From an optimization exercise on the open Yosys and OpenROAD flow, aimed at a short achievable clock period and few clock cycles; shortcuts taken in it are not production practice.
At most, simulation tests tie the RTL to the original design; equivalence was not proved.
Power figures rest on the tool's default switching activity, not on a simulated workload.

==> fjord <==
// hart
module hart (
  input  logic                   i_clk,
  input  logic                   i_rst,
  output logic [32-1:0]       o_imem_raddr,
  input  logic [32-1:0]       i_imem_rdata,
  output logic [32-1:0]       o_dmem_addr,
  output logic                   o_dmem_ren,
  output logic                   o_dmem_wen,
  output logic [32-1:0]       o_dmem_wdata,
  input  logic [32-1:0]       i_dmem_rdata,
  output logic                   o_retire_valid,
  output logic [32-1:0]       o_retire_inst,
  output logic                   o_retire_halt,
  output logic [32-1:0]       o_retire_pc,
  output logic [32-1:0]       o_retire_next_pc,
  output logic [5-1:0] o_retire_rd_waddr,
  output logic [32-1:0]       o_retire_rd_wdata,
  output logic [32-1:0]       o_retire_dmem_addr,
  output logic                   o_retire_dmem_ren,
  output logic                   o_retire_dmem_wen,
  output logic [32-1:0]       o_retire_dmem_rdata,
  output logic [32-1:0]       o_retire_dmem_wdata
);
  localparam int NBTB  = 8;   
  localparam int TAG_W = 12;  
  logic [32-1:0]       pc;
  logic [32-1:0]       rf [1:(1 << 5) - 1];  
  ...
export LEC_CHECK = 0
export ABC_CLOCK_PERIOD_IN_PS = 3000
export CAP_MARGIN = 20
export CORE_MARGIN = 2
export CORE_UTILIZATION = 40
export PLACE_DENSITY = 0.6
export SETUP_SLACK_MARGIN = 5
export SLEW_MARGIN = 20
create_clock -name core_clock -period 8.0 [get_ports {i_clk}]
run.sh (not shown) runs the stock make flow with config.mk's settings and CLKGATE_MAP_FILE= SYNTH_SCRIPT=/design/flow/synth_recipe.tcl, a recipe that flattens the netlist after the stock synthesis.
==> ember (differences from fjord) <==
--- a/flow/design.v
+++ b/flow/design.v
@@ -87,23 +87,21 @@
   logic [32-1:0]       pc;
   logic [32-1:0]       rf [1:(1 << 5) - 1];  
   logic                   ex_valid, ex_wr, ex_load, ex_store, ex_jal, ex_back, ex_is_sum;
   logic                   ex_fa_s, ex_fa_o, ex_fb_s, ex_fb_o, ex_fs, ex_bz_s;
   logic                   ex_ga_s, ex_ga_o, ex_gb_s, ex_gb_o;
-  logic                   ex_fa_r, ex_fb_r, ex_ga_r, ex_gb_r;
   logic                   ex_sel_sub, ex_sel_sll, ex_sel_slt, ex_sel_sltu;
   logic                   ex_sel_xor, ex_sel_sr, ex_sra, ex_sel_or, ex_sel_and;
   logic                   ex_c_eq, ex_c_ne, ex_c_lt, ex_c_ge, ex_c_ltu, ex_c_geu;
   logic                   ex_k_z, ex_k_nz, ex_k_n, ex_k_nn, ex_k_pos, ex_k_np, ex_k_1;
-  logic                   ex_e_eq, ex_e_ne, ex_e_selb;
   logic [5-1:0] ex_rd;
   logic [32-1:0]       ex_pc, ex_inst, ex_opa, ex_opb, ex_sdata, ex_btgt, ex_jtgt, ex_pc4;
   logic                   mem_valid, mem_wr, mem_load, mem_store, mem_redir, mem_is_sum;
   logic                   mem_br, mem_jal, mem_back, mem_taken;
   logic [5-1:0] mem_rd;
   logic [32-1:0]       mem_pc, mem_inst, mem_sum, mem_oth, mem_sdata, mem_target, mem_pc4;
-  logic                   wb_valid, wb_halt, wb_ren, wb_wen, wb_we;
+  logic                   wb_valid, wb_halt, wb_ren, wb_wen;
   logic [5-1:0] wb_rd;
   logic [32-1:0]       wb_pc, wb_inst, wb_npc, wb_wdata, wb_addr, wb_rdata, wb_sdata;
   logic [32-1:0]       mem_res, mem_val;
   assign mem_res = mem_is_sum ? mem_sum : mem_oth;
   assign mem_val = mem_load ? i_dmem_rdata : mem_res;
@@ -156,11 +154,11 @@
   logic [32-1:0]       inst;
   logic [6:0]             opc;
   logic [2:0]             f3;
   logic [5-1:0] rd, rs1, rs2;
   logic                   is_op, is_opimm, is_lui, is_auipc, is_load, is_store, is_branch, is_jal;
-  logic                   is_alu, is_sum, writes, use1, use2, hit1, hit2, br_z, br_e, ld_stall, br_stall;
+  logic                   is_alu, is_sum, writes, use1, use2, hit1, hit2, br_z, ld_stall, br_stall;
   logic [32-1:0]       imm_i, imm_s, imm_b, imm_u, imm_j, btarget, jtarget;
   logic [32-1:0]       rf1, rf2, rs1_val, rs2_val, opa, opb;
   logic [13:0]            blo;
   logic [21:0]            jlo;
   logic [31:13]           bhi;
@@ -200,12 +198,12 @@
              | ({11{imm_j[20] == jlo[21]}}   & pc[31:21]);
   assign btarget = {bhi, blo[12:0]};
   assign jtarget = {jhi, jlo[20:0]};
   assign rf1 = (rs1 == '0) ? '0 : rf[rs1];
   assign rf2 = (rs2 == '0) ? '0 : rf[rs2];
-  assign rs1_val = (mem_wr && mem_rd == rs1) ? mem_val : (wb_we && wb_rd == rs1) ? wb_wdata : rf1;
-  assign rs2_val = (mem_wr && mem_rd == rs2) ? mem_val : (wb_we && wb_rd == rs2) ? wb_wdata : rf2;
+  assign rs1_val = (mem_wr && mem_rd == rs1) ? mem_val : rf1;
+  assign rs2_val = (mem_wr && mem_rd == rs2) ? mem_val : rf2;
   always_comb begin
     if (is_auipc || is_jal) opa = pc;
     else if (is_lui)        opa = '0;
     else                    opa = rs1_val;
     if (is_op || is_branch)      opb = rs2_val;
@@ -216,12 +214,11 @@
   end
   assign hit1 = ex_live_wr && ex_rd == rs1;
   assign hit2 = ex_live_wr && ex_rd == rs2;
   assign br_z = is_branch && !ex_load && ((hit1 && rs2 == '0) || (hit2 && rs1 == '0));
   assign ld_stall = ex_load && ((use1 && hit1) || (use2 && hit2) || (is_branch && (hit1 || hit2)));
-  assign br_e = is_branch && !ex_load && !br_z && (hit1 != hit2) && f3[2:1] == 2'b00;
-  assign br_stall = is_branch && (hit1 || hit2) && !br_z && !br_e;
+  assign br_stall = is_branch && (hit1 || hit2) && !br_z;
   assign stall    = ld_stall || br_stall;
   assign bubble   = i_rst || stall;
   assign alt_bit = inst[30];
   assign is_sum  = !is_alu || (f3 == 3'b000 && !(is_op && alt_bit));
   always_ff @(posedge i_clk) begin
@@ -242,33 +239,29 @@
       ex_k_n    <= 1'b0;
       ex_k_nn   <= 1'b0;
       ex_k_pos  <= 1'b0;
       ex_k_np   <= 1'b0;
       ex_k_1    <= 1'b0;
-      ex_e_eq   <= 1'b0;
-      ex_e_ne   <= 1'b0;
     end else begin
       ex_valid  <= 1'b1;
       ex_wr     <= writes;
       ex_load   <= is_load;
       ex_store  <= is_store;
       ex_jal    <= is_jal;
-      ex_c_eq   <= is_branch && !br_z && !br_e && f3 == 3'b000;
-      ex_c_ne   <= is_branch && !br_z && !br_e && f3 == 3'b001;
-      ex_c_lt   <= is_branch && !br_z && !br_e && f3 == 3'b100;
-      ex_c_ge   <= is_branch && !br_z && !br_e && f3 == 3'b101;
-      ex_c_ltu  <= is_branch && !br_z && !br_e && f3 == 3'b110;
-      ex_c_geu  <= is_branch && !br_z && !br_e && f3 == 3'b111;
+      ex_c_eq   <= is_branch && !br_z && f3 == 3'b000;
+      ex_c_ne   <= is_branch && !br_z && f3 == 3'b001;
+      ex_c_lt   <= is_branch && !br_z && f3 == 3'b100;
+      ex_c_ge   <= is_branch && !br_z && f3 == 3'b101;
+      ex_c_ltu  <= is_branch && !br_z && f3 == 3'b110;
+      ex_c_geu  <= is_branch && !br_z && f3 == 3'b111;
       ex_k_z    <= br_z && (f3 == 3'b000 || (rs1 == '0 && f3 == 3'b111));
       ex_k_nz   <= br_z && (f3 == 3'b001 || (rs1 == '0 && f3 == 3'b110));
       ex_k_n    <= br_z && rs2 == '0 && f3 == 3'b100;
       ex_k_nn   <= br_z && rs2 == '0 && f3 == 3'b101;
       ex_k_pos  <= br_z && rs1 == '0 && f3 == 3'b100;
       ex_k_np   <= br_z && rs1 == '0 && f3 == 3'b101;
       ex_k_1    <= br_z && rs2 == '0 && f3 == 3'b111;
-      ex_e_eq   <= br_e && f3 == 3'b000;
-      ex_e_ne   <= br_e && f3 == 3'b001;
     end
   end
   always_ff @(posedge i_clk) begin
     ex_pc     <= pc;
     ex_inst   <= inst;
@@ -286,17 +279,12 @@
     ex_fb_o   <= use2 && hit2 && !ex_is_sum && is_sum;
     ex_ga_s   <= use1 && hit1 && ex_is_sum && !is_sum;
     ex_ga_o   <= use1 && hit1 && !ex_is_sum && !is_sum;
     ex_gb_s   <= use2 && hit2 && ex_is_sum && !is_sum;
     ex_gb_o   <= use2 && hit2 && !ex_is_sum && !is_sum;
-    ex_fa_r   <= !(use1 && hit1 && is_sum);
-    ex_fb_r   <= !(use2 && hit2 && is_sum);
-    ex_ga_r   <= !(use1 && hit1 && !is_sum);
-    ex_gb_r   <= !(use2 && hit2 && !is_sum);
     ex_fs     <= hit2;
     ex_bz_s   <= ex_is_sum;
-    ex_e_selb <= hit1;
     ex_is_sum   <= is_sum;
     ex_sel_sub  <= is_op && f3 == 3'b000 && alt_bit;
     ex_sel_sll  <= is_alu && f3 == 3'b001;
     ex_sel_slt  <= is_alu && f3 == 3'b010;
     ex_sel_sltu <= is_alu && f3 == 3'b011;
@@ -305,18 +293,22 @@
     ex_sra      <= alt_bit;
     ex_sel_or   <= is_alu && f3 == 3'b110;
     ex_sel_and  <= is_alu && f3 == 3'b111;
   end
   logic [32-1:0] a, b, ga, gb, s, v, sum, dif, shl, shr, oth;
-  logic             eq, lt, ltu, slt_u, slt_s, z, n, ze, cond, need_t;
+  logic             eq, lt, ltu, slt_u, slt_s, z, n, cond, need_t;
   logic             eq_t, eq_4, redirect, r_t, r_4;
   logic [32-1:0] ex_target;
-  logic [32-1:0] pred_next, hold, n_t, n_4, h_t, h_4;
-  assign a = ({32{ex_fa_s}} & mem_sum) | ({32{ex_fa_o}} & mem_oth) | ({32{ex_fa_r}} & ex_opa);
-  assign b = ({32{ex_fb_s}} & mem_sum) | ({32{ex_fb_o}} & mem_oth) | ({32{ex_fb_r}} & ex_opb);
-  assign ga = ({32{ex_ga_s}} & mem_sum) | ({32{ex_ga_o}} & mem_oth) | ({32{ex_ga_r}} & ex_opa);
-  assign gb = ({32{ex_gb_s}} & mem_sum) | ({32{ex_gb_o}} & mem_oth) | ({32{ex_gb_r}} & ex_opb);
+  logic [32-1:0] fetch_next, pc_t, pc_4;
+  assign a = ({32{ex_fa_s}} & mem_sum) | ({32{ex_fa_o}} & mem_oth) |
+             ({32{!(ex_fa_s || ex_fa_o)}} & ex_opa);
+  assign b = ({32{ex_fb_s}} & mem_sum) | ({32{ex_fb_o}} & mem_oth) |
+             ({32{!(ex_fb_s || ex_fb_o)}} & ex_opb);
+  assign ga = ({32{ex_ga_s}} & mem_sum) | ({32{ex_ga_o}} & mem_oth) |
+              ({32{!(ex_ga_s || ex_ga_o)}} & ex_opa);
+  assign gb = ({32{ex_gb_s}} & mem_sum) | ({32{ex_gb_o}} & mem_oth) |
+              ({32{!(ex_gb_s || ex_gb_o)}} & ex_opb);
   assign s = ex_fs ? mem_val : ex_sdata;
   assign sum = a + b;
   assign dif = ga - gb;
   assign slt_u = ga < gb;
   assign slt_s = slt_u ^ ga[31] ^ gb[31];
@@ -334,40 +326,31 @@
   assign ltu = ex_opa < ex_opb;
   assign lt  = ltu ^ ex_opa[31] ^ ex_opb[31];
   assign v = ex_bz_s ? mem_sum : mem_oth;
   assign z = v == '0;
   assign n = v[31];
-  assign ze = (v ^ (ex_e_selb ? ex_opb : ex_opa)) == '0;
   assign cond = (ex_c_eq && eq) || (ex_c_ne && !eq) || (ex_c_lt && lt) ||
                 (ex_c_ge && !lt) || (ex_c_ltu && ltu) || (ex_c_geu && !ltu) ||
                 (ex_k_z && z) || (ex_k_nz && !z) || (ex_k_n && n) || (ex_k_nn && !n) ||
-                (ex_k_pos && !n && !z) || (ex_k_np && (n || z)) || ex_k_1 ||
-                (ex_e_eq && ze) || (ex_e_ne && !ze);
+                (ex_k_pos && !n && !z) || (ex_k_np && (n || z)) || ex_k_1;
   assign need_t   = ex_jal || cond;
   assign ex_target = ex_jal ? ex_jtgt : ex_btgt;
   assign eq_t      = ex_jal ? pc == ex_jtgt : pc == ex_btgt;
   assign eq_4     = pc == ex_pc4;
   assign r_t      = ex_live && !eq_t;
   assign r_4      = ex_live && !eq_4;
   assign redirect = need_t ? r_t : r_4;
   always_comb begin
-    if (i_rst)        pred_next = 32'h0000_0000;
-    else if (f_taken) pred_next = f_tgt;
-    else              pred_next = pc4;
-    hold = i_rst ? 32'h0000_0000 : pc;
-    n_t  = (r_t && !i_rst) ? ex_target : pred_next;
-    n_4  = (r_4 && !i_rst) ? ex_pc4 : pred_next;
-    h_t  = (r_t && !i_rst) ? ex_target : hold;
-    h_4  = (r_4 && !i_rst) ? ex_pc4 : hold;
+    if (i_rst)        fetch_next = 32'h0000_0000;
+    else if (stall)   fetch_next = pc;
+    else if (f_taken) fetch_next = f_tgt;
+    else              fetch_next = pc4;
+    pc_t = (r_t && !i_rst) ? ex_target : fetch_next;
+    pc_4 = (r_4 && !i_rst) ? ex_pc4 : fetch_next;
   end
   always_ff @(posedge i_clk) begin
-    case ({need_t, stall})
-      2'b11:   pc <= h_t;
-      2'b10:   pc <= n_t;
-      2'b01:   pc <= h_4;
-      default: pc <= n_4;
-    endcase
+    pc <= need_t ? pc_t : pc_4;
   end
   always_ff @(posedge i_clk) begin
     if (i_rst) begin
       mem_valid <= 1'b0;
       mem_wr    <= 1'b0;
@@ -381,11 +364,11 @@
       mem_wr    <= ex_live_wr;
       mem_load  <= ex_load && !mem_redir;
       mem_store <= ex_store && !mem_redir;
       mem_br    <= !mem_redir && (ex_c_eq || ex_c_ne || ex_c_lt || ex_c_ge || ex_c_ltu ||
                                   ex_c_geu || ex_k_z || ex_k_nz || ex_k_n || ex_k_nn ||
-                                  ex_k_pos || ex_k_np || ex_k_1 || ex_e_eq || ex_e_ne);
+                                  ex_k_pos || ex_k_np || ex_k_1);
       mem_jal   <= ex_jal && !mem_redir;
       mem_redir <= redirect;
     end
   end
   always_ff @(posedge i_clk) begin
@@ -403,10 +386,13 @@
   end
   assign o_dmem_addr  = mem_sum;
   assign o_dmem_ren   = mem_load;
   assign o_dmem_wen   = mem_store;
   assign o_dmem_wdata = mem_sdata;
+  always_ff @(posedge i_clk) begin
+    if (mem_wr) rf[mem_rd] <= mem_val;
+  end
   logic [NBTB-1:0]  u_hit;
   logic [1:0]       l_hit;
   always_comb begin
     for (int i = 0; i < NBTB; i++) u_hit[i] = btb_v[i] && btb_tag[i] == mem_pc[TAG_W+1:2];
     for (int i = 0; i < 2; i++)    l_hit[i] = lp_v[i] && lp_tag[i] == mem_pc[TAG_W+1:2];
@@ -465,23 +451,18 @@
     if (i_rst) begin
       wb_valid <= 1'b0;
       wb_halt  <= 1'b0;
       wb_ren   <= 1'b0;
       wb_wen   <= 1'b0;
-      wb_we    <= 1'b0;
     end else begin
       wb_valid <= mem_valid;
       wb_halt  <= mem_valid && mem_inst == 32'h0010_0073;
       wb_ren   <= mem_load;
       wb_wen   <= mem_store;
-      wb_we    <= mem_wr;
     end
   end
   always_ff @(posedge i_clk) begin
-    if (wb_we) rf[wb_rd] <= wb_wdata;
-  end
-  always_ff @(posedge i_clk) begin
     wb_pc    <= mem_pc;
     wb_inst  <= mem_inst;
     wb_npc   <= mem_taken ? mem_target : mem_pc4;
     wb_rd    <= mem_wr ? mem_rd : '0;
     wb_wdata <= mem_val;
--- a/flow/config.mk
+++ b/flow/config.mk
@@ -10,5 +10,6 @@
 export CORE_MARGIN = 2
 export CORE_UTILIZATION = 40
 export PLACE_DENSITY = 0.6
 export SETUP_SLACK_MARGIN = 5
 export SLEW_MARGIN = 20
+export TNS_END_PERCENT = 10
==> run notes <==
- In ember the clock skew is higher than in fjord, by 0.030 ns.
- Final area: ember is lower than fjord (5.5%).
- In ember the via count is lower than in fjord, by about 8%.
- First-iteration DRC count: ember is smaller than fjord (about 14%).
- Against ember, the non-clock buffer count of fjord is higher by 336.
- In ember the critical path depth is lower than in fjord, by 10.
- In fjord the register-to-register slack is lower than in ember, by 0.14 ns.
- In ember the power is lower than in fjord, by about 0.35%.
Testbench counts of ember, summed over its fixed seeds: cycles 124,071.
Only the layout flow was run in fjord; the RTL was not checked for function there.

-- static timing again, ports no longer ideal --
The results above use ideal ports. As a check the final layouts listed here were re-extracted and re-timed, cells and wires unchanged.
Step 1 sets driving cells, clkbuf_16 on the clock port and buf_2 on the other inputs (assumed; they add their load-dependent delay and slew).
Step 2, shift: input delay + t, output delay - t, t = (earliest + latest rising clock arrival at the registers) / 2. This alone moves slack from input paths to output paths.
Slacks: no drivers / after step 1 / after step 2; pairs: no drivers / after step 1.
run | t, ns | setup slack, ns | worst register clock-pin slew, ns | cell pins on the clock port's net
fjord | 1.001 | 4.001 / 3.986 / 2.985 | 0.07 / 0.07 | 1
ember | 1.010 | 4.139 / 4.084 / 3.073 | 0.07 / 0.07 | 1
After both steps setup and hold are still met in every run listed. The setup slack of ember, which loses most, moves by -0.055 ns with the drivers and by -1.066 ns with both steps.
